This is an optimization exercise on Yosys and OpenROAD, whose aim is small area, a short achievable clock period and few clock cycles, not a production implementation. In this exercise RTL edits were held to simulation tests only and were not proved equivalent to the original. Power is estimated from default activity; no workload was simulated.

## design/flow/config.mk

```make
export PLATFORM = sky130hd
export DESIGN_NAME = ml_ops_top
export DESIGN_NICKNAME = ml_ops_top
export VERILOG_FILES = /design/flow/design.v
export SDC_FILE = /design/flow/constraint.sdc
export NUM_CORES = 4
export LEC_CHECK = 0
export CAP_MARGIN = 20
export CORE_MARGIN = 2
export CORE_UTILIZATION = 60
export CTS_CLUSTER_DIAMETER = 120
export CTS_CLUSTER_SIZE = 24
export SLEW_MARGIN = 20
```

## design/flow/constraint.sdc

```tcl
create_clock -name core_clock -period 9.0 [get_ports {clk_i}]
set_input_delay 1.8000 -clock core_clock [delete_from_list [all_inputs] [get_ports {clk_i}]]
set_output_delay 1.8000 -clock core_clock [all_outputs]
set_load 0.01 [all_outputs]
```

## design/flow/design.v

```verilog
package ml_ops_pkg;
  typedef logic [32-1:0] word_t;
  typedef logic [32-1:0] addr_t;
  typedef logic [32-1:0] len_t;
  typedef logic [$clog2(16):0] batch_cnt_t;
  typedef logic [$clog2(2)-1:0] desc_idx_t;
  typedef enum logic [3:0] {
    IDLE,
    LOAD,
    SET_ADDR,
    RELU_TAKE,
    RELU_WAIT,
    RELU_GIVE,
    DOTP_TAKE,
    DOTP_WAIT,
    DOTP_GIVE,
    DONE
  } seq_state_t;
endpackage
module ml_datapath (
  input  logic [31:0] x_i,
  input  logic [7:0]  one_i,
  input  logic [7:0]  two_i,
  input  logic [7:0]  neg_i,
  output logic [31:0] so,
  output logic [31:0] co,
  output logic [31:0] to
);
  logic [31:0] pp0;
  assign pp0 = ((x_i[31:0] & {32{one_i[0]}}) | ({x_i[30:0], 1'b0} & {32{two_i[0]}})) ^ {32{neg_i[0]}};
  logic [29:0] pp1;
  assign pp1 = ((x_i[29:0] & {30{one_i[1]}}) | ({x_i[28:0], 1'b0} & {30{two_i[1]}})) ^ {30{neg_i[1]}};
  logic [27:0] pp2;
  assign pp2 = ((x_i[27:0] & {28{one_i[2]}}) | ({x_i[26:0], 1'b0} & {28{two_i[2]}})) ^ {28{neg_i[2]}};
  logic [25:0] pp3;
  assign pp3 = ((x_i[25:0] & {26{one_i[3]}}) | ({x_i[24:0], 1'b0} & {26{two_i[3]}})) ^ {26{neg_i[3]}};
  logic [23:0] pp4;
  assign pp4 = ((x_i[23:0] & {24{one_i[4]}}) | ({x_i[22:0], 1'b0} & {24{two_i[4]}})) ^ {24{neg_i[4]}};
  logic [21:0] pp5;
  assign pp5 = ((x_i[21:0] & {22{one_i[5]}}) | ({x_i[20:0], 1'b0} & {22{two_i[5]}})) ^ {22{neg_i[5]}};
  logic [19:0] pp6;
  assign pp6 = ((x_i[19:0] & {20{one_i[6]}}) | ({x_i[18:0], 1'b0} & {20{two_i[6]}})) ^ {20{neg_i[6]}};
  logic [17:0] pp7;
  assign pp7 = ((x_i[17:0] & {18{one_i[7]}}) | ({x_i[16:0], 1'b0} & {18{two_i[7]}})) ^ {18{neg_i[7]}};
  logic s0;
  logic k0;
  logic s1;
  logic k1;
  logic s2;
  logic k2;
  logic s3;
  logic k3;
  logic s4;
  logic k4;
  logic s5;
  logic k5;
  logic s6;
  logic k6;
  logic s7;
  logic k7;
  logic s8;
  logic k8;
  logic s9;
  logic k9;
  logic s10;
  logic k10;
  logic s11;
  logic k11;
  logic s12;
  logic k12;
  logic s13;
  logic k13;
  logic s14;
  logic k14;
  logic s15;
  logic k15;
  logic s16;
  logic k16;
  logic s17;
  logic k17;
  logic s18;
  logic k18;
  logic s19;
  logic k19;
  logic s20;
  logic k20;
  logic s21;
  logic k21;
  logic s22;
  logic k22;
  logic s23;
  logic k23;
  logic s24;
  logic k24;
  logic s25;
  logic k25;
  logic s26;
  logic k26;
  logic s27;
  logic k27;
  logic s28;
  logic k28;
  logic s29;
  logic k29;
  logic s30;
  logic k30;
  logic s31;
  logic k31;
  logic s32;
  logic k32;
  logic s33;
  logic k33;
  logic s34;
  logic k34;
  logic s35;
  logic k35;
  logic s36;
  logic k36;
  logic s37;
  logic k37;
  logic s38;
  logic k38;
  logic s39;
  logic k39;
  logic s40;
  logic k40;
  logic s41;
  logic k41;
  logic s42;
  logic k42;
  logic s43;
  logic k43;
  logic s44;
  logic k44;
  logic s45;
  logic k45;
  logic s46;
  logic k46;
  logic s47;
  logic k47;
  logic s48;
  logic k48;
  logic s49;
  logic k49;
  logic s50;
  logic k50;
  logic s51;
  logic k51;
  logic s52;
  logic k52;
  logic s53;
  logic k53;
  logic s54;
  logic k54;
  logic s55;
  logic k55;
  logic s56;
  logic k56;
  logic s57;
  logic k57;
  logic s58;
  logic k58;
  logic s59;
  logic k59;
  logic s60;
  logic k60;
  logic s61;
  logic k61;
  logic s62;
  logic k62;
  logic s63;
  logic k63;
  logic s64;
  logic k64;
  logic s65;
  logic k65;
  logic s66;
  logic k66;
  logic s67;
  logic k67;
  logic s68;
  logic k68;
  logic s69;
  logic k69;
  logic s70;
  logic k70;
  logic s71;
  logic k71;
  logic s72;
  logic k72;
  logic s73;
  logic k73;
  logic s74;
  logic k74;
  logic s75;
  logic k75;
  logic s76;
  logic k76;
  logic s77;
  logic k77;
  logic s78;
  logic k78;
  logic s79;
  logic k79;
  logic s80;
  logic k80;
  logic s81;
  logic k81;
  logic s82;
  logic k82;
  logic s83;
  logic k83;
  logic s84;
  logic k84;
  logic s85;
  logic k85;
  logic s86;
  logic k86;
  logic s87;
  logic k87;
  logic s88;
  logic k88;
  logic s89;
  logic k89;
  logic s90;
  logic k90;
  logic s91;
  logic k91;
  logic s92;
  logic k92;
  logic s93;
  logic k93;
  logic s94;
  logic k94;
  logic s95;
  logic k95;
  logic s96;
  logic k96;
  logic s97;
  logic k97;
  logic s98;
  logic k98;
  logic s99;
  logic k99;
  logic s100;
  logic k100;
  logic s101;
  logic k101;
  logic s102;
  logic k102;
  logic s103;
  logic k103;
  logic s104;
  logic k104;
  logic s105;
  logic k105;
  logic s106;
  logic k106;
  logic s107;
  logic k107;
  logic s108;
  logic k108;
  logic s109;
  logic k109;
  logic s110;
  logic k110;
  logic s111;
  logic k111;
  logic s112;
  logic k112;
  logic s113;
  logic k113;
  logic s114;
  logic k114;
  logic s115;
  logic k115;
  logic s116;
  logic k116;
  logic s117;
  logic k117;
  logic s118;
  logic k118;
  logic s119;
  logic k119;
  logic s120;
  logic k120;
  logic s121;
  logic k121;
  logic s122;
  logic k122;
  logic s123;
  logic k123;
  logic s124;
  logic k124;
  logic s125;
  logic k125;
  logic s126;
  logic k126;
  logic s127;
  logic k127;
  logic s128;
  logic k128;
  logic s129;
  logic k129;
  logic s130;
  logic k130;
  logic s131;
  logic k131;
  logic x264;
  logic x265;
  logic x266;
  logic x267;
  logic x268;
  logic x269;
  logic x270;
  logic x271;
  logic x272;
  logic x273;
  logic x274;
  assign s0 = neg_i[2] ^ pp0[4];
  assign k0 = neg_i[2] & pp0[4];
  assign s1 = pp0[5] ^ pp1[3];
  assign k1 = pp0[5] & pp1[3];
  assign s2 = neg_i[3] ^ pp0[6] ^ pp1[4];
  assign k2 = (neg_i[3] & pp0[6]) | (neg_i[3] & pp1[4]) | (pp0[6] & pp1[4]);
  assign s3 = pp2[2] ^ pp3[0];
  assign k3 = pp2[2] & pp3[0];
  assign s4 = pp0[7] ^ pp1[5] ^ pp2[3];
  assign k4 = (pp0[7] & pp1[5]) | (pp0[7] & pp2[3]) | (pp1[5] & pp2[3]);
  assign s5 = pp3[1] ^ k3;
  assign k5 = pp3[1] & k3;
  assign s6 = neg_i[4] ^ pp0[8] ^ pp1[6];
  assign k6 = (neg_i[4] & pp0[8]) | (neg_i[4] & pp1[6]) | (pp0[8] & pp1[6]);
  assign s7 = pp2[4] ^ pp3[2] ^ pp4[0];
  assign k7 = (pp2[4] & pp3[2]) | (pp2[4] & pp4[0]) | (pp3[2] & pp4[0]);
  assign s8 = k5 ^ k4;
  assign k8 = k5 & k4;
  assign s9 = pp0[9] ^ pp1[7] ^ pp2[5];
  assign k9 = (pp0[9] & pp1[7]) | (pp0[9] & pp2[5]) | (pp1[7] & pp2[5]);
  assign s10 = pp3[3] ^ pp4[1] ^ k6;
  assign k10 = (pp3[3] & pp4[1]) | (pp3[3] & k6) | (pp4[1] & k6);
  assign s11 = k7 ^ s9;
  assign k11 = k7 & s9;
  assign s12 = neg_i[5] ^ pp0[10] ^ pp1[8];
  assign k12 = (neg_i[5] & pp0[10]) | (neg_i[5] & pp1[8]) | (pp0[10] & pp1[8]);
  assign s13 = pp2[6] ^ pp3[4] ^ pp4[2];
  assign k13 = (pp2[6] & pp3[4]) | (pp2[6] & pp4[2]) | (pp3[4] & pp4[2]);
  assign s14 = pp5[0] ^ k9 ^ s12;
  assign k14 = (pp5[0] & k9) | (pp5[0] & s12) | (k9 & s12);
  assign s15 = s13 ^ k11;
  assign k15 = s13 & k11;
  assign s16 = pp0[11] ^ pp1[9] ^ pp2[7];
  assign k16 = (pp0[11] & pp1[9]) | (pp0[11] & pp2[7]) | (pp1[9] & pp2[7]);
  assign s17 = pp3[5] ^ pp4[3] ^ pp5[1];
  assign k17 = (pp3[5] & pp4[3]) | (pp3[5] & pp5[1]) | (pp4[3] & pp5[1]);
  assign s18 = k12 ^ k13 ^ s16;
  assign k18 = (k12 & k13) | (k12 & s16) | (k13 & s16);
  assign s19 = s17 ^ k15;
  assign k19 = s17 & k15;
  assign s20 = neg_i[6] ^ pp0[12] ^ pp1[10];
  assign k20 = (neg_i[6] & pp0[12]) | (neg_i[6] & pp1[10]) | (pp0[12] & pp1[10]);
  assign s21 = pp2[8] ^ pp3[6] ^ pp4[4];
  assign k21 = (pp2[8] & pp3[6]) | (pp2[8] & pp4[4]) | (pp3[6] & pp4[4]);
  assign s22 = pp5[2] ^ pp6[0] ^ k16;
  assign k22 = (pp5[2] & pp6[0]) | (pp5[2] & k16) | (pp6[0] & k16);
  assign s23 = k17 ^ s20 ^ s21;
  assign k23 = (k17 & s20) | (k17 & s21) | (s20 & s21);
  assign s24 = k18 ^ s22;
  assign k24 = k18 & s22;
  assign s25 = pp0[13] ^ pp1[11] ^ pp2[9];
  assign k25 = (pp0[13] & pp1[11]) | (pp0[13] & pp2[9]) | (pp1[11] & pp2[9]);
  assign s26 = pp3[7] ^ pp4[5] ^ pp5[3];
  assign k26 = (pp3[7] & pp4[5]) | (pp3[7] & pp5[3]) | (pp4[5] & pp5[3]);
  assign s27 = pp6[1] ^ k20 ^ k21;
  assign k27 = (pp6[1] & k20) | (pp6[1] & k21) | (k20 & k21);
  assign s28 = s25 ^ s26 ^ k22;
  assign k28 = (s25 & s26) | (s25 & k22) | (s26 & k22);
  assign s29 = k23 ^ s27;
  assign k29 = k23 & s27;
  assign s30 = neg_i[7] ^ pp0[14] ^ pp1[12];
  assign k30 = (neg_i[7] & pp0[14]) | (neg_i[7] & pp1[12]) | (pp0[14] & pp1[12]);
  assign s31 = pp2[10] ^ pp3[8] ^ pp4[6];
  assign k31 = (pp2[10] & pp3[8]) | (pp2[10] & pp4[6]) | (pp3[8] & pp4[6]);
  assign s32 = pp5[4] ^ pp6[2] ^ pp7[0];
  assign k32 = (pp5[4] & pp6[2]) | (pp5[4] & pp7[0]) | (pp6[2] & pp7[0]);
  assign s33 = k25 ^ k26 ^ s30;
  assign k33 = (k25 & k26) | (k25 & s30) | (k26 & s30);
  assign s34 = s31 ^ s32 ^ k27;
  assign k34 = (s31 & s32) | (s31 & k27) | (s32 & k27);
  assign s35 = s33 ^ k29;
  assign k35 = s33 & k29;
  assign s36 = pp0[15] ^ pp1[13] ^ pp2[11];
  assign k36 = (pp0[15] & pp1[13]) | (pp0[15] & pp2[11]) | (pp1[13] & pp2[11]);
  assign s37 = pp3[9] ^ pp4[7] ^ pp5[5];
  assign k37 = (pp3[9] & pp4[7]) | (pp3[9] & pp5[5]) | (pp4[7] & pp5[5]);
  assign s38 = pp6[3] ^ pp7[1] ^ k30;
  assign k38 = (pp6[3] & pp7[1]) | (pp6[3] & k30) | (pp7[1] & k30);
  assign s39 = k31 ^ k32 ^ s36;
  assign k39 = (k31 & k32) | (k31 & s36) | (k32 & s36);
  assign s40 = s37 ^ k33 ^ s38;
  assign k40 = (s37 & k33) | (s37 & s38) | (k33 & s38);
  assign s41 = s39 ^ k34;
  assign k41 = s39 & k34;
  assign s42 = pp0[16] ^ pp1[14] ^ pp2[12];
  assign k42 = (pp0[16] & pp1[14]) | (pp0[16] & pp2[12]) | (pp1[14] & pp2[12]);
  assign s43 = pp3[10] ^ pp4[8] ^ pp5[6];
  assign k43 = (pp3[10] & pp4[8]) | (pp3[10] & pp5[6]) | (pp4[8] & pp5[6]);
  assign s44 = pp6[4] ^ pp7[2] ^ k36;
  assign k44 = (pp6[4] & pp7[2]) | (pp6[4] & k36) | (pp7[2] & k36);
  assign s45 = k37 ^ s42 ^ s43;
  assign k45 = (k37 & s42) | (k37 & s43) | (s42 & s43);
  assign s46 = k38 ^ k39 ^ s44;
  assign k46 = (k38 & k39) | (k38 & s44) | (k39 & s44);
  assign s47 = s45 ^ k40;
  assign k47 = s45 & k40;
  assign s48 = pp0[17] ^ pp1[15] ^ pp2[13];
  assign k48 = (pp0[17] & pp1[15]) | (pp0[17] & pp2[13]) | (pp1[15] & pp2[13]);
  assign s49 = pp3[11] ^ pp4[9] ^ pp5[7];
  assign k49 = (pp3[11] & pp4[9]) | (pp3[11] & pp5[7]) | (pp4[9] & pp5[7]);
  assign s50 = pp6[5] ^ pp7[3] ^ k42;
  assign k50 = (pp6[5] & pp7[3]) | (pp6[5] & k42) | (pp7[3] & k42);
  assign s51 = k43 ^ s48 ^ s49;
  assign k51 = (k43 & s48) | (k43 & s49) | (s48 & s49);
  assign s52 = k44 ^ k45 ^ s50;
  assign k52 = (k44 & k45) | (k44 & s50) | (k45 & s50);
  assign s53 = s51 ^ k46;
  assign k53 = s51 & k46;
  assign s54 = pp0[18] ^ pp1[16] ^ pp2[14];
  assign k54 = (pp0[18] & pp1[16]) | (pp0[18] & pp2[14]) | (pp1[16] & pp2[14]);
  assign s55 = pp3[12] ^ pp4[10] ^ pp5[8];
  assign k55 = (pp3[12] & pp4[10]) | (pp3[12] & pp5[8]) | (pp4[10] & pp5[8]);
  assign s56 = pp6[6] ^ pp7[4] ^ k48;
  assign k56 = (pp6[6] & pp7[4]) | (pp6[6] & k48) | (pp7[4] & k48);
  assign s57 = k49 ^ s54 ^ s55;
  assign k57 = (k49 & s54) | (k49 & s55) | (s54 & s55);
  assign s58 = k50 ^ k51 ^ s56;
  assign k58 = (k50 & k51) | (k50 & s56) | (k51 & s56);
  assign s59 = s57 ^ k52;
  assign k59 = s57 & k52;
  assign s60 = pp0[19] ^ pp1[17] ^ pp2[15];
  assign k60 = (pp0[19] & pp1[17]) | (pp0[19] & pp2[15]) | (pp1[17] & pp2[15]);
  assign s61 = pp3[13] ^ pp4[11] ^ pp5[9];
  assign k61 = (pp3[13] & pp4[11]) | (pp3[13] & pp5[9]) | (pp4[11] & pp5[9]);
  assign s62 = pp6[7] ^ pp7[5] ^ k54;
  assign k62 = (pp6[7] & pp7[5]) | (pp6[7] & k54) | (pp7[5] & k54);
  assign s63 = k55 ^ s60 ^ s61;
  assign k63 = (k55 & s60) | (k55 & s61) | (s60 & s61);
  assign s64 = k56 ^ k57 ^ s62;
  assign k64 = (k56 & k57) | (k56 & s62) | (k57 & s62);
  assign s65 = s63 ^ k58;
  assign k65 = s63 & k58;
  assign s66 = pp0[20] ^ pp1[18] ^ pp2[16];
  assign k66 = (pp0[20] & pp1[18]) | (pp0[20] & pp2[16]) | (pp1[18] & pp2[16]);
  assign s67 = pp3[14] ^ pp4[12] ^ pp5[10];
  assign k67 = (pp3[14] & pp4[12]) | (pp3[14] & pp5[10]) | (pp4[12] & pp5[10]);
  assign s68 = pp6[8] ^ pp7[6] ^ k60;
  assign k68 = (pp6[8] & pp7[6]) | (pp6[8] & k60) | (pp7[6] & k60);
  assign s69 = k61 ^ s66 ^ s67;
  assign k69 = (k61 & s66) | (k61 & s67) | (s66 & s67);
  assign s70 = k62 ^ k63 ^ s68;
  assign k70 = (k62 & k63) | (k62 & s68) | (k63 & s68);
  assign s71 = s69 ^ k64;
  assign k71 = s69 & k64;
  assign s72 = pp0[21] ^ pp1[19] ^ pp2[17];
  assign k72 = (pp0[21] & pp1[19]) | (pp0[21] & pp2[17]) | (pp1[19] & pp2[17]);
  assign s73 = pp3[15] ^ pp4[13] ^ pp5[11];
  assign k73 = (pp3[15] & pp4[13]) | (pp3[15] & pp5[11]) | (pp4[13] & pp5[11]);
  assign s74 = pp6[9] ^ pp7[7] ^ k66;
  assign k74 = (pp6[9] & pp7[7]) | (pp6[9] & k66) | (pp7[7] & k66);
  assign s75 = k67 ^ s72 ^ s73;
  assign k75 = (k67 & s72) | (k67 & s73) | (s72 & s73);
  assign s76 = k68 ^ k69 ^ s74;
  assign k76 = (k68 & k69) | (k68 & s74) | (k69 & s74);
  assign s77 = s75 ^ k70;
  assign k77 = s75 & k70;
  assign s78 = pp0[22] ^ pp1[20] ^ pp2[18];
  assign k78 = (pp0[22] & pp1[20]) | (pp0[22] & pp2[18]) | (pp1[20] & pp2[18]);
  assign s79 = pp3[16] ^ pp4[14] ^ pp5[12];
  assign k79 = (pp3[16] & pp4[14]) | (pp3[16] & pp5[12]) | (pp4[14] & pp5[12]);
  assign s80 = pp6[10] ^ pp7[8] ^ k72;
  assign k80 = (pp6[10] & pp7[8]) | (pp6[10] & k72) | (pp7[8] & k72);
  assign s81 = k73 ^ s78 ^ s79;
  assign k81 = (k73 & s78) | (k73 & s79) | (s78 & s79);
  assign s82 = k74 ^ k75 ^ s80;
  assign k82 = (k74 & k75) | (k74 & s80) | (k75 & s80);
  assign s83 = s81 ^ k76;
  assign k83 = s81 & k76;
  assign s84 = pp0[23] ^ pp1[21] ^ pp2[19];
  assign k84 = (pp0[23] & pp1[21]) | (pp0[23] & pp2[19]) | (pp1[21] & pp2[19]);
  assign s85 = pp3[17] ^ pp4[15] ^ pp5[13];
  assign k85 = (pp3[17] & pp4[15]) | (pp3[17] & pp5[13]) | (pp4[15] & pp5[13]);
  assign s86 = pp6[11] ^ pp7[9] ^ k78;
  assign k86 = (pp6[11] & pp7[9]) | (pp6[11] & k78) | (pp7[9] & k78);
  assign s87 = k79 ^ s84 ^ s85;
  assign k87 = (k79 & s84) | (k79 & s85) | (s84 & s85);
  assign s88 = k80 ^ k81 ^ s86;
  assign k88 = (k80 & k81) | (k80 & s86) | (k81 & s86);
  assign s89 = s87 ^ k82;
  assign k89 = s87 & k82;
  assign s90 = pp0[24] ^ pp1[22] ^ pp2[20];
  assign k90 = (pp0[24] & pp1[22]) | (pp0[24] & pp2[20]) | (pp1[22] & pp2[20]);
  assign s91 = pp3[18] ^ pp4[16] ^ pp5[14];
  assign k91 = (pp3[18] & pp4[16]) | (pp3[18] & pp5[14]) | (pp4[16] & pp5[14]);
  assign s92 = pp6[12] ^ pp7[10] ^ k84;
  assign k92 = (pp6[12] & pp7[10]) | (pp6[12] & k84) | (pp7[10] & k84);
  assign s93 = k85 ^ s90 ^ s91;
  assign k93 = (k85 & s90) | (k85 & s91) | (s90 & s91);
  assign s94 = k86 ^ k87 ^ s92;
  assign k94 = (k86 & k87) | (k86 & s92) | (k87 & s92);
  assign s95 = s93 ^ k88;
  assign k95 = s93 & k88;
  assign s96 = pp0[25] ^ pp1[23] ^ pp2[21];
  assign k96 = (pp0[25] & pp1[23]) | (pp0[25] & pp2[21]) | (pp1[23] & pp2[21]);
  assign s97 = pp3[19] ^ pp4[17] ^ pp5[15];
  assign k97 = (pp3[19] & pp4[17]) | (pp3[19] & pp5[15]) | (pp4[17] & pp5[15]);
  assign s98 = pp6[13] ^ pp7[11] ^ k90;
  assign k98 = (pp6[13] & pp7[11]) | (pp6[13] & k90) | (pp7[11] & k90);
  assign s99 = k91 ^ s96 ^ s97;
  assign k99 = (k91 & s96) | (k91 & s97) | (s96 & s97);
  assign s100 = k92 ^ k93 ^ s98;
  assign k100 = (k92 & k93) | (k92 & s98) | (k93 & s98);
  assign s101 = s99 ^ k94;
  assign k101 = s99 & k94;
  assign s102 = pp0[26] ^ pp1[24] ^ pp2[22];
  assign k102 = (pp0[26] & pp1[24]) | (pp0[26] & pp2[22]) | (pp1[24] & pp2[22]);
  assign s103 = pp3[20] ^ pp4[18] ^ pp5[16];
  assign k103 = (pp3[20] & pp4[18]) | (pp3[20] & pp5[16]) | (pp4[18] & pp5[16]);
  assign s104 = pp6[14] ^ pp7[12] ^ k96;
  assign k104 = (pp6[14] & pp7[12]) | (pp6[14] & k96) | (pp7[12] & k96);
  assign s105 = k97 ^ s102 ^ s103;
  assign k105 = (k97 & s102) | (k97 & s103) | (s102 & s103);
  assign s106 = k98 ^ k99 ^ s104;
  assign k106 = (k98 & k99) | (k98 & s104) | (k99 & s104);
  assign s107 = s105 ^ k100;
  assign k107 = s105 & k100;
  assign s108 = pp0[27] ^ pp1[25] ^ pp2[23];
  assign k108 = (pp0[27] & pp1[25]) | (pp0[27] & pp2[23]) | (pp1[25] & pp2[23]);
  assign s109 = pp3[21] ^ pp4[19] ^ pp5[17];
  assign k109 = (pp3[21] & pp4[19]) | (pp3[21] & pp5[17]) | (pp4[19] & pp5[17]);
  assign s110 = pp6[15] ^ pp7[13] ^ k102;
  assign k110 = (pp6[15] & pp7[13]) | (pp6[15] & k102) | (pp7[13] & k102);
  assign s111 = k103 ^ s108 ^ s109;
  assign k111 = (k103 & s108) | (k103 & s109) | (s108 & s109);
  assign s112 = k104 ^ k105 ^ s110;
  assign k112 = (k104 & k105) | (k104 & s110) | (k105 & s110);
  assign s113 = s111 ^ k106;
  assign k113 = s111 & k106;
  assign s114 = pp0[28] ^ pp1[26] ^ pp2[24];
  assign k114 = (pp0[28] & pp1[26]) | (pp0[28] & pp2[24]) | (pp1[26] & pp2[24]);
  assign s115 = pp3[22] ^ pp4[20] ^ pp5[18];
  assign k115 = (pp3[22] & pp4[20]) | (pp3[22] & pp5[18]) | (pp4[20] & pp5[18]);
  assign s116 = pp6[16] ^ pp7[14] ^ k108;
  assign k116 = (pp6[16] & pp7[14]) | (pp6[16] & k108) | (pp7[14] & k108);
  assign s117 = k109 ^ s114 ^ s115;
  assign k117 = (k109 & s114) | (k109 & s115) | (s114 & s115);
  assign s118 = k110 ^ k111 ^ s116;
  assign k118 = (k110 & k111) | (k110 & s116) | (k111 & s116);
  assign s119 = s117 ^ k112;
  assign k119 = s117 & k112;
  assign s120 = pp0[29] ^ pp1[27] ^ pp2[25];
  assign k120 = (pp0[29] & pp1[27]) | (pp0[29] & pp2[25]) | (pp1[27] & pp2[25]);
  assign s121 = pp3[23] ^ pp4[21] ^ pp5[19];
  assign k121 = (pp3[23] & pp4[21]) | (pp3[23] & pp5[19]) | (pp4[21] & pp5[19]);
  assign s122 = pp6[17] ^ pp7[15] ^ k114;
  assign k122 = (pp6[17] & pp7[15]) | (pp6[17] & k114) | (pp7[15] & k114);
  assign s123 = k115 ^ s120 ^ s121;
  assign k123 = (k115 & s120) | (k115 & s121) | (s120 & s121);
  assign s124 = k116 ^ k117 ^ s122;
  assign k124 = (k116 & k117) | (k116 & s122) | (k117 & s122);
  assign s125 = s123 ^ k118;
  assign k125 = s123 & k118;
  assign s126 = pp0[30] ^ pp1[28] ^ pp2[26];
  assign k126 = (pp0[30] & pp1[28]) | (pp0[30] & pp2[26]) | (pp1[28] & pp2[26]);
  assign s127 = pp3[24] ^ pp4[22] ^ pp5[20];
  assign k127 = (pp3[24] & pp4[22]) | (pp3[24] & pp5[20]) | (pp4[22] & pp5[20]);
  assign s128 = pp6[18] ^ pp7[16] ^ k120;
  assign k128 = (pp6[18] & pp7[16]) | (pp6[18] & k120) | (pp7[16] & k120);
  assign s129 = k121 ^ s126 ^ s127;
  assign k129 = (k121 & s126) | (k121 & s127) | (s126 & s127);
  assign s130 = k122 ^ k123 ^ s128;
  assign k130 = (k122 & k123) | (k122 & s128) | (k123 & s128);
  assign s131 = s129 ^ k124;
  assign k131 = s129 & k124;
  assign x264 = pp0[31] ^ pp1[29];
  assign x265 = pp2[27] ^ pp3[25];
  assign x266 = pp4[23] ^ pp5[21];
  assign x267 = pp6[19] ^ pp7[17];
  assign x268 = x264 ^ x265;
  assign x269 = x266 ^ x267;
  assign x270 = k126 ^ k127;
  assign x271 = x268 ^ x269;
  assign x272 = x270 ^ x271;
  assign x273 = k128 ^ x272;
  assign x274 = k129 ^ x273;
  assign so[0] = pp0[0];
  assign co[0] = neg_i[0];
  assign to[0] = 1'b0;
  assign so[1] = pp0[1];
  assign co[1] = 1'b0;
  assign to[1] = 1'b0;
  assign so[2] = pp0[2];
  assign co[2] = pp1[0];
  assign to[2] = neg_i[1];
  assign so[3] = pp0[3];
  assign co[3] = pp1[1];
  assign to[3] = 1'b0;
  assign so[4] = pp1[2];
  assign co[4] = pp2[0];
  assign to[4] = s0;
  assign so[5] = pp2[1];
  assign co[5] = k0;
  assign to[5] = s1;
  assign so[6] = k1;
  assign co[6] = s2;
  assign to[6] = s3;
  assign so[7] = k2;
  assign co[7] = s4;
  assign to[7] = s5;
  assign so[8] = s6;
  assign co[8] = s7;
  assign to[8] = s8;
  assign so[9] = k8;
  assign co[9] = s10;
  assign to[9] = s11;
  assign so[10] = k10;
  assign co[10] = s14;
  assign to[10] = s15;
  assign so[11] = k14;
  assign co[11] = s18;
  assign to[11] = s19;
  assign so[12] = s23;
  assign co[12] = k19;
  assign to[12] = s24;
  assign so[13] = k24;
  assign co[13] = s28;
  assign to[13] = s29;
  assign so[14] = k28;
  assign co[14] = s34;
  assign to[14] = s35;
  assign so[15] = k35;
  assign co[15] = s40;
  assign to[15] = s41;
  assign so[16] = s46;
  assign co[16] = k41;
  assign to[16] = s47;
  assign so[17] = s52;
  assign co[17] = k47;
  assign to[17] = s53;
  assign so[18] = s58;
  assign co[18] = k53;
  assign to[18] = s59;
  assign so[19] = s64;
  assign co[19] = k59;
  assign to[19] = s65;
  assign so[20] = s70;
  assign co[20] = k65;
  assign to[20] = s71;
  assign so[21] = s76;
  assign co[21] = k71;
  assign to[21] = s77;
  assign so[22] = s82;
  assign co[22] = k77;
  assign to[22] = s83;
  assign so[23] = s88;
  assign co[23] = k83;
  assign to[23] = s89;
  assign so[24] = s94;
  assign co[24] = k89;
  assign to[24] = s95;
  assign so[25] = s100;
  assign co[25] = k95;
  assign to[25] = s101;
  assign so[26] = s106;
  assign co[26] = k101;
  assign to[26] = s107;
  assign so[27] = s112;
  assign co[27] = k107;
  assign to[27] = s113;
  assign so[28] = s118;
  assign co[28] = k113;
  assign to[28] = s119;
  assign so[29] = s124;
  assign co[29] = k119;
  assign to[29] = s125;
  assign so[30] = s130;
  assign co[30] = k125;
  assign to[30] = s131;
  assign so[31] = k130;
  assign co[31] = k131;
  assign to[31] = x274;
endmodule
module ml_ops_top (
  input  logic              clk_i,
  input  logic              rst_i,
  input  logic              ml_ops_enable_i,
  input  logic              loading_data_i,
  input  logic              relu_en_i,
  input  logic              dotp_en_i,
  input  logic              ex_ready_i,
  input  ml_ops_pkg::addr_t operand_a_addr_i,
  input  ml_ops_pkg::len_t  operand_b_size_i,
  input  ml_ops_pkg::word_t mem_rd_data_i,
  output ml_ops_pkg::word_t reg_wr_data_o,
  output ml_ops_pkg::word_t mem_wr_data_o,
  output ml_ops_pkg::addr_t mem_addr_o,
  output logic              mem_rd_en_o,
  output logic              mem_wr_en_o,
  output logic              reg_wr_en_o,
  output logic              ml_op_done_o,
  output logic              ml_ready_o
);
  localparam logic [3:0] IDLE = 4'd0;
  localparam logic [3:0] LD2  = 4'd1;
  localparam logic [3:0] RR1  = 4'd2;
  localparam logic [3:0] RR2  = 4'd3;
  localparam logic [3:0] RBUB = 4'd4;
  localparam logic [3:0] RW1  = 4'd5;
  localparam logic [3:0] RW2  = 4'd6;
  localparam logic [3:0] DA   = 4'd7;
  localparam logic [3:0] DB   = 4'd8;
  localparam logic [3:0] T1   = 4'd9;
  localparam logic [3:0] T2   = 4'd10;
  localparam logic [3:0] T3   = 4'd11;
  localparam logic [3:0] T4   = 4'd12;
  localparam logic [3:0] T5   = 4'd13;
  localparam logic [3:0] FIN  = 4'd14;
  logic [3:0]  st_q, st_d;
  logic        rd_d, wr_d, done_d, regwr_d, ready_d;
  logic        relu_q;
  logic        same;
  logic        sq_q;
  logic        last_q;
  logic [15:0] rem_q;
  logic        rem_dec;
  logic        rem_one;
  logic        inc;
  logic [31:0] cur_q, oth_q, cur_nx;
  logic [31:0] a_q;
  logic [31:0] x_q;
  logic [7:0]  one_q, two_q, neg_q;
  logic [31:0] p_q, q_q, r_q, p_nx, q_nx, r_nx;
  logic [31:0] s_q, c_q, sa, ca, c1s, c1c, c2s, c2c, c3s, c3c;
  logic        v1_q, v2_q;
  logic        inc_q, clr_q, sum_q;
  assign rem_one = (rem_q == 16'd1);
  assign same    = (operand_a_addr_i == oth_q);
  always_comb begin
    st_d    = st_q;
    rd_d    = 1'b0;
    wr_d    = 1'b0;
    done_d  = 1'b0;
    regwr_d = 1'b0;
    rem_dec = 1'b0;
    case (st_q)
      IDLE: if (loading_data_i) st_d = LD2;
      LD2: begin
        st_d = relu_q ? RR1 : DA;
        rd_d = 1'b1;
      end
      RR1: begin
        rem_dec = 1'b1;
        if (rem_one) begin
          st_d = RBUB;
        end else begin
          st_d = RR2;
          rd_d = 1'b1;
        end
      end
      RR2: begin
        rem_dec = 1'b1;
        st_d    = RW1;
        wr_d    = 1'b1;
      end
      RBUB: begin
        st_d   = RW1;
        wr_d   = 1'b1;
        done_d = 1'b1;
      end
      RW1: begin
        st_d   = RW2;
        wr_d   = 1'b1;
        done_d = last_q;
      end
      RW2: begin
        st_d = RR1;
        rd_d = 1'b1;
      end
      DA: begin
        if (!sq_q) begin
          st_d = DB;
          rd_d = 1'b1;
        end else begin
          rem_dec = 1'b1;
          if (rem_one) begin
            st_d = T1;
          end else begin
            rd_d = 1'b1;
          end
        end
      end
      DB: begin
        rem_dec = 1'b1;
        if (rem_one) begin
          st_d = T1;
        end else begin
          st_d = DA;
          rd_d = 1'b1;
        end
      end
      T1: st_d = T2;
      T2: st_d = T3;
      T3: st_d = sq_q ? T5 : T4;
      T4: st_d = T5;
      T5: begin
        st_d    = FIN;
        regwr_d = 1'b1;
        done_d  = 1'b1;
      end
      default: st_d = FIN;
    endcase
    if (ml_op_done_o) begin
      st_d    = ex_ready_i ? IDLE : FIN;
      rd_d    = 1'b0;
      wr_d    = 1'b0;
      regwr_d = 1'b0;
      done_d  = !ex_ready_i;
    end
    if (!ml_ops_enable_i) begin
      st_d    = IDLE;
      rd_d    = 1'b0;
      wr_d    = 1'b0;
      regwr_d = 1'b0;
      done_d  = 1'b0;
    end
    ready_d = (st_d == IDLE) || (st_d == LD2) || done_d;
  end
  always_ff @(posedge clk_i or negedge rst_i) begin
    if (!rst_i) begin
      st_q         <= IDLE;
      mem_rd_en_o  <= 1'b0;
      mem_wr_en_o  <= 1'b0;
      reg_wr_en_o  <= 1'b0;
      ml_op_done_o <= 1'b0;
      ml_ready_o   <= 1'b1;
      v1_q         <= 1'b0;
      v2_q         <= 1'b0;
    end else begin
      st_q         <= st_d;
      mem_rd_en_o  <= rd_d;
      mem_wr_en_o  <= wr_d;
      reg_wr_en_o  <= regwr_d;
      ml_op_done_o <= done_d;
      ml_ready_o   <= ready_d;
      v1_q         <= ml_ops_enable_i && (st_q == DB || (st_q == DA && sq_q));
      v2_q         <= ml_ops_enable_i && v1_q;
    end
  end
  always_ff @(posedge clk_i) begin
    inc_q <= (st_d == RR1) || (st_d == RW1);
    clr_q <= (st_d == LD2);
    sum_q <= (st_d == T5);
  end
  always_ff @(posedge clk_i) begin
    if (st_q == IDLE) begin
      relu_q <= relu_en_i;
      rem_q  <= operand_b_size_i[15:0];
    end else if (rem_dec) begin
      rem_q  <= rem_q - 16'd1;
    end
    if (st_q == RR2) begin
      last_q <= rem_one;
    end
    if (st_q == LD2) begin
      sq_q <= same;
    end else if (st_q == IDLE) begin
      sq_q <= 1'b0;
    end
  end
  assign inc    = inc_q || sq_q;
  assign cur_nx = {cur_q[31:2] + 30'd1, cur_q[1:0]};
  always_ff @(posedge clk_i) begin
    cur_q <= inc ? cur_nx : oth_q;
    if (st_q == IDLE || st_q == LD2) begin
      oth_q <= operand_a_addr_i;
    end else if (!inc) begin
      oth_q <= cur_nx;
    end
  end
  assign mem_addr_o = cur_q;
  logic [16:0] yraw;
  logic [7:0]  one_d, two_d, neg_d;
  logic        yv;
  assign yv = ml_ops_enable_i && (v1_q || (v2_q && !sq_q));
  always_comb begin
    yraw = v1_q ? {mem_rd_data_i[15:0], 1'b0} : a_q[31:15];
    for (int r = 0; r < 8; r++) begin
      one_d[r] = yv && (yraw[2*r+1] ^ yraw[2*r]);
      two_d[r] = yv && ((yraw[2*r+2] && !yraw[2*r+1] && !yraw[2*r]) ||
                        (!yraw[2*r+2] && yraw[2*r+1] && yraw[2*r]));
      neg_d[r] = yv && yraw[2*r+2] && !(yraw[2*r+1] && yraw[2*r]);
    end
  end
  always_ff @(posedge clk_i) begin
    if (sum_q) begin
      a_q <= s_q + c_q;
    end else begin
      a_q <= mem_rd_data_i & ~{32{relu_q && mem_rd_data_i[31]}};
    end
    if (v1_q && sq_q) begin
      x_q <= {mem_rd_data_i[30:15], mem_rd_data_i[15:0]};
    end else if (v1_q) begin
      x_q <= a_q;
    end else begin
      x_q <= {x_q[15:0], 16'd0};
    end
    one_q <= one_d;
    two_q <= two_d;
    neg_q <= neg_d;
    p_q   <= p_nx;
    q_q   <= q_nx;
    r_q   <= r_nx;
    s_q   <= c3s;
    c_q   <= c3c;
  end
  assign sa  = s_q & {32{!clr_q}};
  assign ca  = c_q & {32{!clr_q}};
  assign c1s = p_q ^ q_q ^ r_q;
  assign c1c = {(p_q[30:0] & q_q[30:0]) | (p_q[30:0] & r_q[30:0]) | (q_q[30:0] & r_q[30:0]), 1'b0};
  assign c2s = sa ^ c1s ^ c1c;
  assign c2c = {(sa[30:0] & c1s[30:0]) | (sa[30:0] & c1c[30:0]) | (c1s[30:0] & c1c[30:0]), 1'b0};
  assign c3s = ca ^ c2s ^ c2c;
  assign c3c = {(ca[30:0] & c2s[30:0]) | (ca[30:0] & c2c[30:0]) | (c2s[30:0] & c2c[30:0]), 1'b0};
  ml_datapath mac_i (
    .x_i   (x_q),
    .one_i (one_q),
    .two_i (two_q),
    .neg_i (neg_q),
    .so    (p_nx),
    .co    (q_nx),
    .to    (r_nx)
  );
  assign mem_wr_data_o = a_q;
  assign reg_wr_data_o = a_q;
endmodule
```

## design/flow/flow/run.sh

```bash
#!/bin/bash
# The standard layout, with stronger port buffers and setup repair aimed
# below the clock period (same clock, same constraints).
export BUFFER_PORTS_ARGS="-buffer_cell sky130_fd_sc_hd__buf_4"
export SETUP_SLACK_MARGIN=6.15
export ABC_CLOCK_PERIOD_IN_PS=3000
bash standard.sh > standard_run.log 2>&1
```

## design/flow/standard.sh

```bash
#!/bin/bash
# synth_recipe.tcl (not shown) runs the flow's synth.tcl, then flattens the netlist and writes it again
# the make line also repeats each setting of config.mk as NAME=value (left out here)
make -C /OpenROAD-flow-scripts/flow DESIGN_CONFIG=/design/flow/config.mk WORK_HOME=/design/flow/orfs CLKGATE_MAP_FILE= SYNTH_SCRIPT=/design/flow/synth_recipe.tcl "${@:-finish}"
```

==> out/qor.yml, run 1 <==
yosys:
  yosysWarnings: 1
  async_reset_ff_frac: 0.0324
  synth_cells: 2157
  synth_top_area_share: 0.252
  synth_top_cell_by_area: "dfxtp_1"
  synth_compound_area_frac: 0.136
  synth_fa_ha_area_frac: 0.217
  synth_edf_count: 53
  ys_types: 71
  ys_seq_elements: 339
  synth_fp_nets: 2524
  ys_seq_area_frac: 0.337
  synth_area_leaders: "dfxtp_1 (25%), fa_1 (18%), edfxtp_1 (7.3%), a22oi_1 (6.6%), xnor2_1 (6.2%)"
  synthXorXnorAreaFrac: 0.123
  synthSimpleGateAreaFrac: 0.105
  syn_avg_cell_area_um2: 10.1
  synthMuxAreaShare: 0.0230
  netlist_area_um2: 21900
  synth_ff_type: "dfxtp_1"
  synth_top_family_by_area: "adder cells"
min_path:
  hold_depth: 1
  hp-class: "reg -> reg"
timing:
  maxSlewHeadroom: 0.388
  hold_violations: 0
  fin_tns_setup_ns: 0
  period_needed_ns: 2.99
  post-route-period-util: 0.332
  setup_viol: 0
  drv_slew: 0
  fmax_mhz: 335
  rsz0062_at_grt: "yes"
  worstMarginPinSlew_ns: 0.915
  clock_skew_ns: 0.0281
clock_tree:
  cts_buffers: 18
  clock-root-buffer: "clkbuf_16"
  ctsHoldBuffers: 0
  clk_latency_ns: 0.56
  cts.sinks: 339
  cts_max_level: 1
  clockBufferDepth: 3
  cts_tree: "built"
  clkTransAtPathRegs_ns: 0.10
route:
  avgRoutedWirePerCell_um: 23.0
  routed_wl_mm: 63.2
  vias_per_cell: 6.07
  drt-initial-drc-count: 1546
  ant_nets: 0
  num_vias: 16700
  drc: 0
  first_pass_iters: 6
floorplanning:
  die_h_um: 195
  die_w_um: 195
  dieArea_um2: 38000
  num_rows: 69
  initial_core_util: 0.612
  io_pins: 204
  core_area_um2: 35700
final_layout:
  finalNonFillerCells: 2743
  synthToLayoutAreaGrowth_pct: 15.9
  fin_nets: 2640
  final_layout_size_suffix_gt1_frac: 0.207
  fillers: 2726
worst_setup_path:
  end_kind: "primary output"
  critical_path_arrival_ns: 1.19
  critPathLaunchType: "register"
  critPathSlowestCell: "dfstp_2"
  cp_num_buf_inv: 1
  required_ns: 7.20
  worst-path-max-fanout: 1
  cp.depth: 1
  worst_r2r_path_depth: 9
  max_stage_delay_ns: 0.54
  crit_type: "reg -> out"
  path_cells: "buf_6"
  critPathTopFamily: "flip-flops"
outcome:
  status: "finished clean"
grt:
  track_usage: 0.332
  grt.overflow.total: 0
  grt_pass1_vias: 17000
  grt_pass1_wl_mm: 97.3
  grt_max_degree: 70
  antenna_found_initial: 1
placed_design:
  place_hpwl_mm: 43.0
  gp_congestion: 0.975
  dp_cells: 2648
  port_buffers: 186
power:
  power_density_nw_per_um2: 190
  ir_worst_vdd_mv: 0.199
  leakagePower_nw: 10.7
run:
  maxCapViolations: 0
logic make-up after synthesis:
kind of cell / after synthesis
flip-flops: 339
multiplexers: 49
buffers and inverters: 302
AO/OA/AOI/OAI: 444
AND/OR/NAND/NOR: 451
adder cells (fa/ha/maj): 264
XOR/XNOR: 308
metal layers:
layer	wire length, um	GRT usage	share of wire	vias to the layer above
li1	-	-	-	7489
met1	25300	0.445	0.40	8172
met2	28800	0.526	0.46	799
met3	5670	0.0578	0.090	193
met4	3430	0.155	0.054	0
met5	0	0	0	-
path summary, 6_finish.rpt:
kind	end	start	slack, ns
setup reg to reg	r_q[31]$_DFF_P_	neg_q[0]$_DFF_P_	6.06
min in group asynchronous	reg_wr_en_o$_DFF_PN0_	rst_i	1.06
hold reg to reg	a_q[1]$_DFF_P_	s_q[1]$_DFF_P_	0.49
hold / removal	a_q[1]$_DFF_P_	s_q[1]$_DFF_P_	0.49
max in group asynchronous	ml_ready_o$_DFF_PN1_	rst_i	7.71
setup / recovery	ml_ready_o	ml_ready_o$_DFF_PN1_	6.01
state kept, by name, summed over array words and instances, names as in the netlist, 16 cells and up:
signal  cells
cur_q      32
p_q        32
q_q        31
c_q        30
a_q        32
x_q        32
oth_q      32
s_q        32
r_q        29
rem_q      16
cell usage in the layout, fill, tap and decap left out, types with 7 or more instances in the layout:
master	n
a22oi_1	182
dfxtp_1	177
fa_1	176
buf_4	165
xor2_1	154
xnor2_1	152
nor2_1	117
inv_1	112
a21oi_1	111
nand2_1	105
buf_6	91
nor2b_1	79
ha_1	71
edfxtp_1	53
dfxtp_2	52
o21ai_0	51
dfxtp_4	46
mux2i_1	40
nor3_1	27
nand3_1	23
clkbuf_16	23
nand4_1	16
fa_2	16
and2_1	15
buf_12	15
or3_1	13
nor4_1	10
a22oi_2	10
a21o_1	9
mux2_2	9
dfrtp_1	9
nand2b_1	8
a211oi_1	8
a31oi_1	8
and3_1	8
or2_2	7
clkbuf_1	7
final cells by class:
type                       instances  area, um2  area share
clock buffer                      25        477      0.0188
clock inverter                     3       41.3     0.00163
timing repair buffer             283       2810       0.111
tap                              461        577      0.0228
sequential                       339       7610       0.301
multi-input combinational       1516      13400       0.528
inverter                         115        437      0.0172
antenna                            1       2.50   0.0000988
synthesized netlist by cell type (all sizes together), types with 58 or more instances:
library cell / n
dfxtp: 275
a22oi: 192
fa: 192
xnor2: 154
xor2: 154
clkbuf: 126
nor2: 117
inv: 115
a21oi: 114
nand2: 107
nor2b: 80
ha: 72
buf: 61
o21ai: 58
timing repair:
action / 4_1_cts / 5_1_grt
gates cloned: 1 / 5
setup buffers: 44 / 16
endpoints found under the setup margin: 160 / 118
resized for setup: 223 / 95
pin swaps: 5 / 13
per-stage QoR:
| stage | power (W) | hold slack, ns | cell area, um2 | util | setup slack, ns |
|---|---|---|---|---|---|
| after floorplan | 0.00313 | 0.329 | 21900 | - | 6.15 |
| after global placement | 0.00363 | 0.459 | 23200 | 0.650 | 5.67 |
| after detailed placement | 0.00368 | 0.465 | 23200 | 0.650 | 5.61 |
| after CTS | 0.00477 | 0.488 | 24700 | 0.692 | 5.99 |
| after global routing | 0.00508 | 0.503 | 25300 | 0.709 | 5.98 |
| final | 0.00481 | 0.487 | 25300 | 0.709 | 6.01 |
report_power, final:
group / switching, W / internal (W) / total (W)
registers: 0.000291 / 0.00192 / 0.00221
clock network: 0.000526 / 0.000382 / 0.000908
logic: 0.000921 / 0.000770 / 0.00169
total: 0.00174 / 0.00307 / 0.00481
Testbench counts, summed over its fixed seeds: cycles 42,935.
==> run 2, diff against run 1 <==
--- a/design/flow/flow/run.sh
+++ b/design/flow/flow/run.sh
@@ -4,3 +4,3 @@
 export BUFFER_PORTS_ARGS="-buffer_cell sky130_fd_sc_hd__buf_4"
-export SETUP_SLACK_MARGIN=6.15
+export SETUP_SLACK_MARGIN=6.0
 export ABC_CLOCK_PERIOD_IN_PS=3000
==> run 2 against run 1 <==
Compared with the run above: highest routed layer unchanged; critical path depth unchanged; sequential cell count is the same; combinational power is 14% lower; count of clock-buffer cells in the layout is 1 lower; hold slack worse by 0.0052 ns.
==> out/qor.yml, run 2 <==
power:
  p_comb_frac: 0.320
  switching_share: 0.366
  p_sw_w: 0.00167
  power_density_nw_per_um2: 190
  internal_power_w: 0.00289
  ir_worst_vdd_mv: 0.170
  leakagePower_nw: 10.2
  power.clock.fraction: 0.197
  power_frac_seq: 0.483
timing:
  worstMarginPinSlew_ns: 1.06
  clock_skew_ns: 0.0326
  hold_slack_ns: 0.482
  rsz0062_at_grt: "yes"
  post-route-period-util: 0.331
  setup_viol: 0
  hold_violations: 0
  drv_slew: 0
  fmax_mhz: 335
  period_needed_ns: 2.98
  fin_tns_setup_ns: 0
  maxSlewHeadroom: 0.295
  fin_ws_ns: 6.02
floorplanning:
  core_area_um2: 35700
  die_w_um: 195
  io_pins: 204
  initial_core_util: 0.612
  die_h_um: 195
  num_rows: 69
  dieArea_um2: 38000
route:
  avgRoutedWirePerCell_um: 22.6
  drt-initial-drc-count: 1763
  vias_per_cell: 6.11
  first_pass_iters: 8
  drc: 0
  num_vias: 16400
  routed_wl_mm: 60.5
  ant_nets: 0
clock_tree:
  cts.sinks: 339
  clkTransAtPathRegs_ns: 0.10
  clock-root-buffer: "clkbuf_16"
  clockBufferDepth: 3
  cts_max_level: 1
  ctsHoldBuffers: 0
  clk_latency_ns: 0.55
  cts_buffers: 18
  cts_tree: "built"
yosys:
  ys_seq_area_frac: 0.337
  ys_types: 71
  async_reset_ff_frac: 0.0324
  synth_cells: 2157
  synth_edf_count: 53
  synth_most_common_cell: "dfxtp_1"
  ys_seq_elements: 339
  synth_fa_ha_area_frac: 0.217
  synthMuxAreaShare: 0.0230
  synth_top_family_by_area: "adder cells"
  syn_avg_cell_area_um2: 10.1
  synthSimpleGateAreaFrac: 0.105
  synth_compound_area_frac: 0.136
  synth_fp_nets: 2524
  yosysWarnings: 1
  synthXorXnorAreaFrac: 0.123
  synth_ff_type: "dfxtp_1"
  synth_area_leaders: "dfxtp_1 (25%), fa_1 (18%), edfxtp_1 (7.3%), a22oi_1 (6.6%), xnor2_1 (6.2%)"
  netlist_area_um2: 21900
  synth_top_cell_by_area: "dfxtp_1"
  synth_top_area_share: 0.252
  netlist_top_cells_count: "dfxtp_1 (275), a22oi_1 (192), fa_1 (192)"
placed_design:
  gp_congestion: 0.962
  port_buffers: 186
  post-place-ws_ns: 5.64
  place_hpwl_mm: 42.8
worst_setup_path:
  critPathSlowestCell: "dfxtp_2"
  reg2reg_slack_ns: 6.03
  max_stage_delay_ns: 0.45
  worst-path-max-fanout: 4
  critPathTopFamily: "flip-flops"
  critical_path_arrival_ns: 1.18
  end_kind: "primary output"
  cp_num_buf_inv: 1
  critPathLaunchType: "register"
  required_ns: 7.20
  path_cells: "buf_4"
  crit_type: "reg -> out"
min_path:
  hp-class: "reg -> reg"
grt:
  antenna_found_initial: 2
  track_usage: 0.322
  grt_pass1_vias: 16600
  grt_pass1_wl_mm: 94.2
  grt.overflow.total: 0
  grt_max_degree: 70
run:
  maxCapViolations: 0
final_layout:
  most-common-layout-cells: "dfxtp_1 (236), buf_4 (207), a22oi_1 (192)"
  fin_nets: 2578
  final_layout_size_suffix_gt1_frac: 0.146
  final_common_cell: "dfxtp_1"
  synthToLayoutAreaGrowth_pct: 9.70
outcome:
  status: "finished clean"
-- run 2: cell counts after synthesis --
No cell type changed its count.
-- run 2: final cells by class --
class                   instances  area (um2)
diodes                          2        5.00
clock buffers                  24         473
clock inverters                 4        43.8
fillers                      2919       11800
inverters                     115         432
multi-input cells            1516       13300
flip-flops and latches        339        7440
well taps                     461         577
repair buffers                221        1750
-- run 2: stage by stage --
step / power, W / cells / util / area (um2)
detailed placement: 0.00367 / 2651 / 0.651 / 23300
global placement: 0.00363 / 2651 / 0.651 / 23300
CTS: 0.00457 / 2679 / 0.666 / 23800
finish: 0.00456 / 2682 / 0.671 / 24000
global route: 0.00482 / 2682 / 0.671 / 24000
floorplan: 0.00313 / 2157 / - / 21900
-- run 2: cell families after synthesis --
group / Yosys count
DFF: 339
buffers and inverters: 302
and+or+nand+nor: 451
xor gates and xnor gates: 308
AOI/OAI and AO/OA: 444
adders and majority gates: 264
muxes: 49
-- run 2: path summary, 6_finish.rpt --
| kind | from | to | depth (start not counted) |
|---|---|---|---|
| min in group asynchronous | rst_i | st_q[3]$_DFF_PN0_ | 1 |
| max in group asynchronous | rst_i | ml_ready_o$_DFF_PN1_ | 1 |
| hold / removal | s_q[1]$_DFF_P_ | a_q[1]$_DFF_P_ | 1 |
| setup reg to reg | one_q[7]$_DFF_P_ | r_q[31]$_DFF_P_ | 8 |
| setup / recovery | a_q[25]$_DFF_P_ | mem_wr_data_o[25] | 1 |
| hold reg to reg | s_q[1]$_DFF_P_ | a_q[1]$_DFF_P_ | 1 |
-- run 2: power groups by stage --
stage	clock network [W]	logic (W)	registers, W
2_1_floorplan	0	0.000960	0.00217
3_3_place_gp	0	0.00142	0.00221
3_5_place_dp	0	0.00145	0.00222
4_1_cts	0.000917	0.00146	0.00219
5_1_grt	0.000971	0.00161	0.00224
6_report	0.000898	0.00146	0.00220
-- run 2: layer usage --
| layer | global-route usage | share of wire | routed length [um] |
|---|---|---|---|
| met1 | 0.444 | 0.42 | 25400 |
| met3 | 0.0541 | 0.079 | 4790 |
| met4 | 0.128 | 0.043 | 2580 |
| met2 | 0.510 | 0.46 | 27800 |
| met5 | 0 | 0 | 0 |
-- run 2: what timing repair did --
action	in CTS	in global routing
endpoints found under the hold margin	0	0
pin swaps	0	6
setup buffers	0	1
resized for setup	27	47
endpoints found under the setup margin	76	38
==> run 3, diff against run 2 <==
--- a/design/flow/flow/run.sh
+++ b/design/flow/flow/run.sh
@@ -3,3 +3,3 @@
 # below the clock period (same clock, same constraints).
-export BUFFER_PORTS_ARGS="-buffer_cell sky130_fd_sc_hd__buf_4"
+export BUFFER_PORTS_ARGS="-buffer_cell sky130_fd_sc_hd__buf_2"
 export SETUP_SLACK_MARGIN=6.0
--- a/design/flow/config.mk
+++ b/design/flow/config.mk
@@ -9,3 +9,3 @@
 export CORE_MARGIN = 2
-export CORE_UTILIZATION = 60
+export CORE_UTILIZATION = 70
 export CTS_CLUSTER_DIAMETER = 120
==> run 3 against run 2 <==
Compared with the run above: worst setup slack got worse by 0.043 ns; global-route usage is 4.8 points higher; highest routed layer unchanged; still clean; critical endpoint is now a_q[30]$_DFF_P_; sequential cell count unchanged.
==> out/qor.yml, run 3 <==
grt:
  track_usage: 0.370
  grt.overflow.total: 0
  grt_pass1_wl_mm: 94.8
  grt_max_degree: 70
  grt_pass1_vias: 17200
  antenna_found_initial: 3
yosys:
  async_reset_ff_frac: 0.0324
  yosysWarnings: 1
  synth_area_leaders: "dfxtp_1 (25%), fa_1 (18%), edfxtp_1 (7.3%), a22oi_1 (6.6%), xnor2_1 (6.2%)"
  syn_avg_cell_area_um2: 10.1
  synth_most_common_cell: "dfxtp_1"
  synth_ff_type: "dfxtp_1"
  netlist_area_um2: 21900
  ys_types: 71
  synth_top_cell_by_area: "dfxtp_1"
  ys_seq_elements: 339
  synth_fp_nets: 2524
  synth_top_area_share: 0.252
  synth_edf_count: 53
  ys_seq_area_frac: 0.337
  netlist_top_cells_count: "dfxtp_1 (275), a22oi_1 (192), fa_1 (192)"
  synth_cells: 2157
worst_setup_path:
  path_cells: "ha_4 -> inv_2 -> fa_2 -> nand2b_4 -> a21o_4 -> a2111oi_4 -> o211ai_1 -> a311oi_2 -> o21a_1 -> o31ai_1"
  end_kind: "register"
  required_ns: 9.40
  worst-path-max-fanout: 4
  critPathTopFamily: "compound AO/OA/AOI/OAI gates"
  r2r-start: "s_q[2]$_DFF_P_"
  critPathSlowestCell: "a311oi_2"
  reg2reg_slack_ns: 5.97
  startpoint: "s_q[2]$_DFF_P_"
  max_stage_delay_ns: 0.54
  timing.rr.end: "a_q[30]$_DFF_P_"
  crit_type: "reg -> reg"
  cp_num_buf_inv: 1
  critPathCapture: "a_q[30]$_DFF_P_"
  cp.depth: 10
  critical_path_arrival_ns: 3.43
  worst_r2r_path_depth: 10
  critPathLaunchType: "register"
floorplanning:
  num_rows: 64
  core_area_um2: 30700
  dieArea_um2: 32700
  die_w_um: 181
  die_h_um: 181
  initial_core_util: 0.713
  io_pins: 204
clock_tree:
  clkTransAtPathRegs_ns: 0.10
  cts.sinks: 339
  clk_latency_ns: 0.54
  cts_max_level: 1
  clock-root-buffer: "clkbuf_16"
  cts_buffers: 18
  cts_tree: "built"
  clockBufferDepth: 3
timing:
  maxSlewHeadroom: 0.314
  rsz0062_at_grt: "yes"
  clock_skew_ns: 0.0297
  drv_slew: 0
  worstMarginPinSlew_ns: 1.03
  setup_viol: 0
  post-route-period-util: 0.336
  fin_tns_setup_ns: 0
  hold_violations: 0
  fmax_mhz: 331
  period_needed_ns: 3.03
final_layout:
  final_common_cell: "dfxtp_1"
  finalNonFillerCells: 2613
  most-common-layout-cells: "dfxtp_1 (238), a22oi_1 (192), fa_1 (190)"
  synthToLayoutAreaGrowth_pct: 7.36
  fin_nets: 2575
  design_area_um2: 23500
  final_layout_size_suffix_gt1_frac: 0.144
run:
  maxCapViolations: 0
placed_design:
  place_hpwl_mm: 42.3
  dp_cells: 2582
  placedInstanceArea_um2: 22700
  port_buffers: 186
  gp_congestion: 0.965
route:
  drc: 0
  num_vias: 16800
  vias_per_cell: 6.43
  routed_wl_mm: 60.4
  first_pass_iters: 7
  drt-initial-drc-count: 1828
  avgRoutedWirePerCell_um: 23.1
  ant_nets: 0
power:
  power_density_nw_per_um2: 191
  leakagePower_nw: 10.0
  ir_worst_vdd_mv: 0.267
outcome:
  status: "finished clean"
min_path:
  hp-class: "reg -> reg"
==> run 3: cell counts after synthesis <==
Identical to the previous run, type by type.
==> run 3: per-stage QoR <==
step,hold WS [ns],power (W),util,setup slack (ns)
6_report,0.494,0.00448,0.765,5.97
5_1_grt,0.505,0.00472,0.765,5.94
4_1_cts,0.490,0.00447,0.758,5.98
3_5_place_dp,0.464,0.00357,0.739,5.63
3_3_place_gp,0.459,0.00352,0.739,5.71
2_1_floorplan,0.329,0.00313,-,6.00
==> run 3: worst min path at each step <==
stage | cells past startpoint | start | to
floorplan | 0 | neg_q[0]$_DFF_P_ | q_q[0]$_DFF_P_
global placement | 0 | oth_q[1]$_DFFE_PP_ | cur_q[1]$_DFFE_PP_
detailed placement | 0 | oth_q[0]$_DFFE_PP_ | cur_q[0]$_DFFE_PP_
CTS | 0 | oth_q[0]$_DFFE_PP_ | cur_q[0]$_DFFE_PP_
global route | 0 | oth_q[0]$_DFFE_PP_ | cur_q[0]$_DFFE_PP_
finish | 0 | oth_q[0]$_DFFE_PP_ | cur_q[0]$_DFFE_PP_
==> run 3: worst register-to-register path: cells and delay by family, from the launching register on <==
kind	cells	cell delay, ns
compound gates	6	1.82
fa+ha+maj	2	0.50
buf+inv	1	0.04
flops	1	0.37
simple gates	1	0.17
==> run 3: kinds of logic (layout without fill, tap and decap cells) <==
group / Yosys count / count (layout) / share of synthesized area
xor+xnor: 308 / 308 / 0.123
mux: 49 / 49 / 0.0230
compound gates: 444 / 444 / 0.136
simple gates: 451 / 451 / 0.105
flops: 339 / 339 / 0.337
other cells: 0 / 3 / 0
fa+ha+maj: 264 / 264 / 0.217
buf+inv: 302 / 359 / 0.0583
==> run 3: metal layers <==
| layer | share of wire | wire length, um | track usage |
|---|---|---|---|
| met5 | 0 | 0 | 0 |
| met4 | 0.057 | 3430 | 0.172 |
| met2 | 0.45 | 27500 | 0.580 |
| met1 | 0.38 | 23000 | 0.495 |
| met3 | 0.11 | 6570 | 0.0802 |
==> run 3: power by group <==
part,leakage (nW),internal [W],total (W),switching [W]
clock network,0.251,0.000395,0.000905,0.000510
registers,2.94,0.00189,0.00219,0.000303
logic,6.84,0.000544,0.00139,0.000843
==> run 3: final cells by class <==
class,count,area (um2)
multi-input cells,1516,13300
clock buffers,25,498
inverters,115,437
diodes,3,7.51
flip-flops and latches,339,7450
well taps,396,495
clock inverters,1,20.0
fillers,2158,7200
repair buffers,218,1280
==> run 3: repair_timing <==
item	CTS	global route
buffers inserted	0	2
hold buffers	0	0
gates resized for setup	33	49
setup endpoints to repair	66	31
pin swaps	0	6
==> run 4, diff against run 3 <==
--- a/design/flow/flow/run.sh
+++ b/design/flow/flow/run.sh
@@ -3,3 +3,3 @@
 # below the clock period (same clock, same constraints).
-export BUFFER_PORTS_ARGS="-buffer_cell sky130_fd_sc_hd__buf_2"
+export BUFFER_PORTS_ARGS="-buffer_cell sky130_fd_sc_hd__buf_1"
 export SETUP_SLACK_MARGIN=6.0
--- a/design/flow/config.mk
+++ b/design/flow/config.mk
@@ -9,3 +9,3 @@
 export CORE_MARGIN = 2
-export CORE_UTILIZATION = 70
+export CORE_UTILIZATION = 60
 export CTS_CLUSTER_DIAMETER = 120
==> run 4 against run 3 <==
Compared with the run above: still clean on timing, DRC and antenna; sequential cell count unchanged; power shrank 0.35%; cell count is 2.8% higher; clock skew decreased by 0.0017 ns; synthesized cell count is the same; non-clock buffer count is 7 higher; global-route usage fell by 4.4 points; clock power is 1% higher; sequential share of layout area grew 0.19 points; largest power group unchanged.
==> out/qor.yml, run 4 <==
route:
  drc: 0
  wl_met1_mm: 25.1
  routed_wl_mm: 60.7
  vias_per_cell: 6.11
  num_vias: 16400
  ant_nets: 0
  first_pass_iters: 6
  drt-initial-drc-count: 1593
  met3_length_mm: 4.99
  wl_met2_mm: 28.1
  avgRoutedWirePerCell_um: 22.6
  routed.top_layer: "met4"
grt:
  grt_pass1_vias: 16400
  antenna_found_initial: 2
  track_usage: 0.326
  grt_pass1_wl_mm: 95.1
  grt_max_degree: 70
  grt.overflow.total: 0
worst_setup_path:
  crit_type: "reg -> reg"
  max_stage_delay_ns: 1.02
  critPathSlowestCell: "dfxtp_1"
  end_kind: "register"
  worst_r2r_path_depth: 8
  required_ns: 9.44
  startpoint: "one_q[7]$_DFF_P_"
  crit_path_frequent_cell: "xnor2_1"
  worst-path-max-fanout: 18
  critPathTopFamily: "XOR/XNOR gates"
  reg2reg_slack_ns: 5.95
  timing.rr.end: "r_q[31]$_DFF_P_"
  critical_path_arrival_ns: 3.49
  path_cells: "a22oi_1 -> xnor2_1 -> fa_1 -> xnor2_1 -> xnor2_1 -> xnor2_1 -> xnor2_1 -> xnor2_1"
  cp.depth: 8
  critPathLaunchType: "register"
  critPathCapture: "r_q[31]$_DFF_P_"
  r2r-start: "one_q[7]$_DFF_P_"
  cp_num_buf_inv: 0
yosys:
  synth_top_area_share: 0.252
  synth_edf_count: 53
  syn_avg_cell_area_um2: 10.1
  ys_seq_area_frac: 0.337
  synth_cells: 2157
  netlist_top_cells_count: "dfxtp_1 (275), a22oi_1 (192), fa_1 (192)"
  netlist_area_um2: 21900
  ys_seq_elements: 339
  synth_fp_nets: 2524
  synth_area_leaders: "dfxtp_1 (25%), fa_1 (18%), edfxtp_1 (7.3%), a22oi_1 (6.6%), xnor2_1 (6.2%)"
  ys_types: 71
  synth_most_common_cell: "dfxtp_1"
  yosysWarnings: 1
  synth_ff_type: "dfxtp_1"
  synth_top_cell_by_area: "dfxtp_1"
  async_reset_ff_frac: 0.0324
floorplanning:
  die_w_um: 195
  dieArea_um2: 38000
  die_h_um: 195
  io_pins: 204
  core_area_um2: 35700
  initial_core_util: 0.612
  num_rows: 69
placed_design:
  placedInstanceArea_um2: 22600
  dp_cells: 2653
  port_buffers: 186
  place_hpwl_mm: 43.1
  gp_congestion: 0.933
timing:
  drv_slew: 0
  fin_tns_setup_ns: 0
  rsz0062_at_grt: "yes"
  hold_violations: 0
  post-route-period-util: 0.339
  clock_skew_ns: 0.0280
  fmax_mhz: 328
  worstMarginPinSlew_ns: 1.05
  setup_viol: 0
  maxSlewHeadroom: 0.302
  period_needed_ns: 3.05
clock_tree:
  clock-root-buffer: "clkbuf_16"
  clkTransAtPathRegs_ns: 0.10
  cts.sinks: 339
  cts_max_level: 1
  clk_latency_ns: 0.54
  ctsHoldBuffers: 0
  cts_tree: "built"
  cts_buffers: 18
  clockBufferDepth: 3
final_layout:
  final_layout_size_suffix_gt1_frac: 0.0675
  fillers: 3010
  finalNonFillerCells: 2687
  post-route-util: 0.653
  fin_nets: 2582
  synthToLayoutAreaGrowth_pct: 6.74
  design_area_um2: 23300
  final_common_cell: "dfxtp_1"
  most-common-layout-cells: "dfxtp_1 (233), a22oi_1 (192), fa_1 (192)"
run:
  maxCapViolations: 0
min_path:
  hp-class: "reg -> reg"
power:
  power_density_nw_per_um2: 191
  ir_worst_vdd_mv: 0.202
  leakagePower_nw: 9.55
  p_total_w: 0.00446
outcome:
  status: "finished clean"
==> run 4: cell counts after synthesis <==
Identical to the previous run, type by type.
==> run 4: worst reg2reg max path: stages (launching register included) <==
cell and delay [ns]:
dfxtp_1 1.02, a22oi_1 0.24, xnor2_1 0.21, fa_1 0.42, xnor2_1 0.34, xnor2_1 0.15
xnor2_1 0.22, xnor2_1 0.11, xnor2_1 0.26
==> run 4: what timing repair did <==
item,in CTS,in global routing
setup buffers,0,3
hold endpoints to repair,0,0
pin swaps,0,5
gates resized for setup,32,52
endpoints found under the setup margin,70,48
==> run 4: metrics by stage <==
| step | setup WS [ns] | hold WS (ns) |
|---|---|---|
| after floorplan | 6.00 | 0.329 |
| after global placement | 5.72 | 0.461 |
| after detailed placement | 5.65 | 0.466 |
| after CTS | 5.94 | 0.499 |
| after global routing | 5.94 | 0.531 |
| final | 5.95 | 0.500 |
==> run 4: power breakdown <==
part / switching, W / internal, W / leakage [nW]
Combinational: 0.000844 / 0.000509 / 6.35
Clock: 0.000513 / 0.000404 / 0.260
Sequential: 0.000305 / 0.00189 / 2.94
==> run 4: cell families after synthesis <==
family,count (synthesis),share of synthesized area
buffers and inverters,302,0.0583
DFF,339,0.337
xor gates and xnor gates,308,0.123
AOI/OAI and AO/OA,444,0.136
adders and majority gates,264,0.217
and+or+nand+nor,451,0.105
muxes,49,0.0230
==> run 4: worst min path at each step <==
stage	to	startpoint	slack (ns)	cells past startpoint
2_1_floorplan	q_q[0]$_DFF_P_	neg_q[0]$_DFF_P_	0.33	0
3_3_place_gp	a_q[1]$_DFF_P_	s_q[1]$_DFF_P_	0.46	1
3_5_place_dp	a_q[1]$_DFF_P_	s_q[1]$_DFF_P_	0.47	1
4_1_cts	a_q[1]$_DFF_P_	s_q[1]$_DFF_P_	0.50	1
5_1_grt	a_q[1]$_DFF_P_	s_q[1]$_DFF_P_	0.53	1
6_report	cur_q[1]$_DFFE_PP_	oth_q[1]$_DFFE_PP_	0.50	0
==> run 4: cell type report <==
cell class	instances	area, um2	area share
clock buffers	26	512	0.0219
multi-input cells	1516	13200	0.568
flip-flops and latches	339	7450	0.319
repair buffers	225	1090	0.0467
inverters	115	432	0.0185
clock inverters	2	21.3	0.000912
diodes	3	7.51	0.000322
well taps	461	577	0.0247
==> run 4: per-layer routing <==
layer,GRT usage,vias up
li1,-,7377
met1,0.450,8149
met5,0,-
met3,0.0545,152
met4,0.125,0
met2,0.518,730

[re-timing with driven ports]
In the flow no input, the clock included, has a driving cell. The finished layouts below were timed again as built, in two steps. Step 1: set_driving_cell puts a clkbuf_16 on clk_i and a buf_2 on each other input, an assumption about the parent block. Step 2, shift: input delay + t, output delay - t, t = (earliest + latest rising clock arrival at the registers) / 2. This alone moves slack from input paths to output paths. a / b / c = ideal / step 1 / step 2; a / b = the first two.
run	shift t [ns]	setup slack, ns	worst hold slack (ns)	worst slew at a driven data input, ns	pins driven straight from the clock port
run 1	0.603	6.011 / 5.956 / 5.717	0.487 / 0.487 / 0.487	0.09	1
run 2	0.589	6.018 / 5.963 / 5.583	0.482 / 0.482 / 0.482	0.09	1
run 3	0.575	5.974 / 5.960 / 5.738	0.494 / 0.494 / 0.494	0.07	1
run 4	0.578	5.949 / 5.949 / 5.684	0.500 / 0.500 / 0.500	0.09	1
After both steps setup and hold are still met in every run listed. For run 2, which loses most, drivers alone change the setup slack by -0.055 ns; drivers and shift together by -0.435 ns.
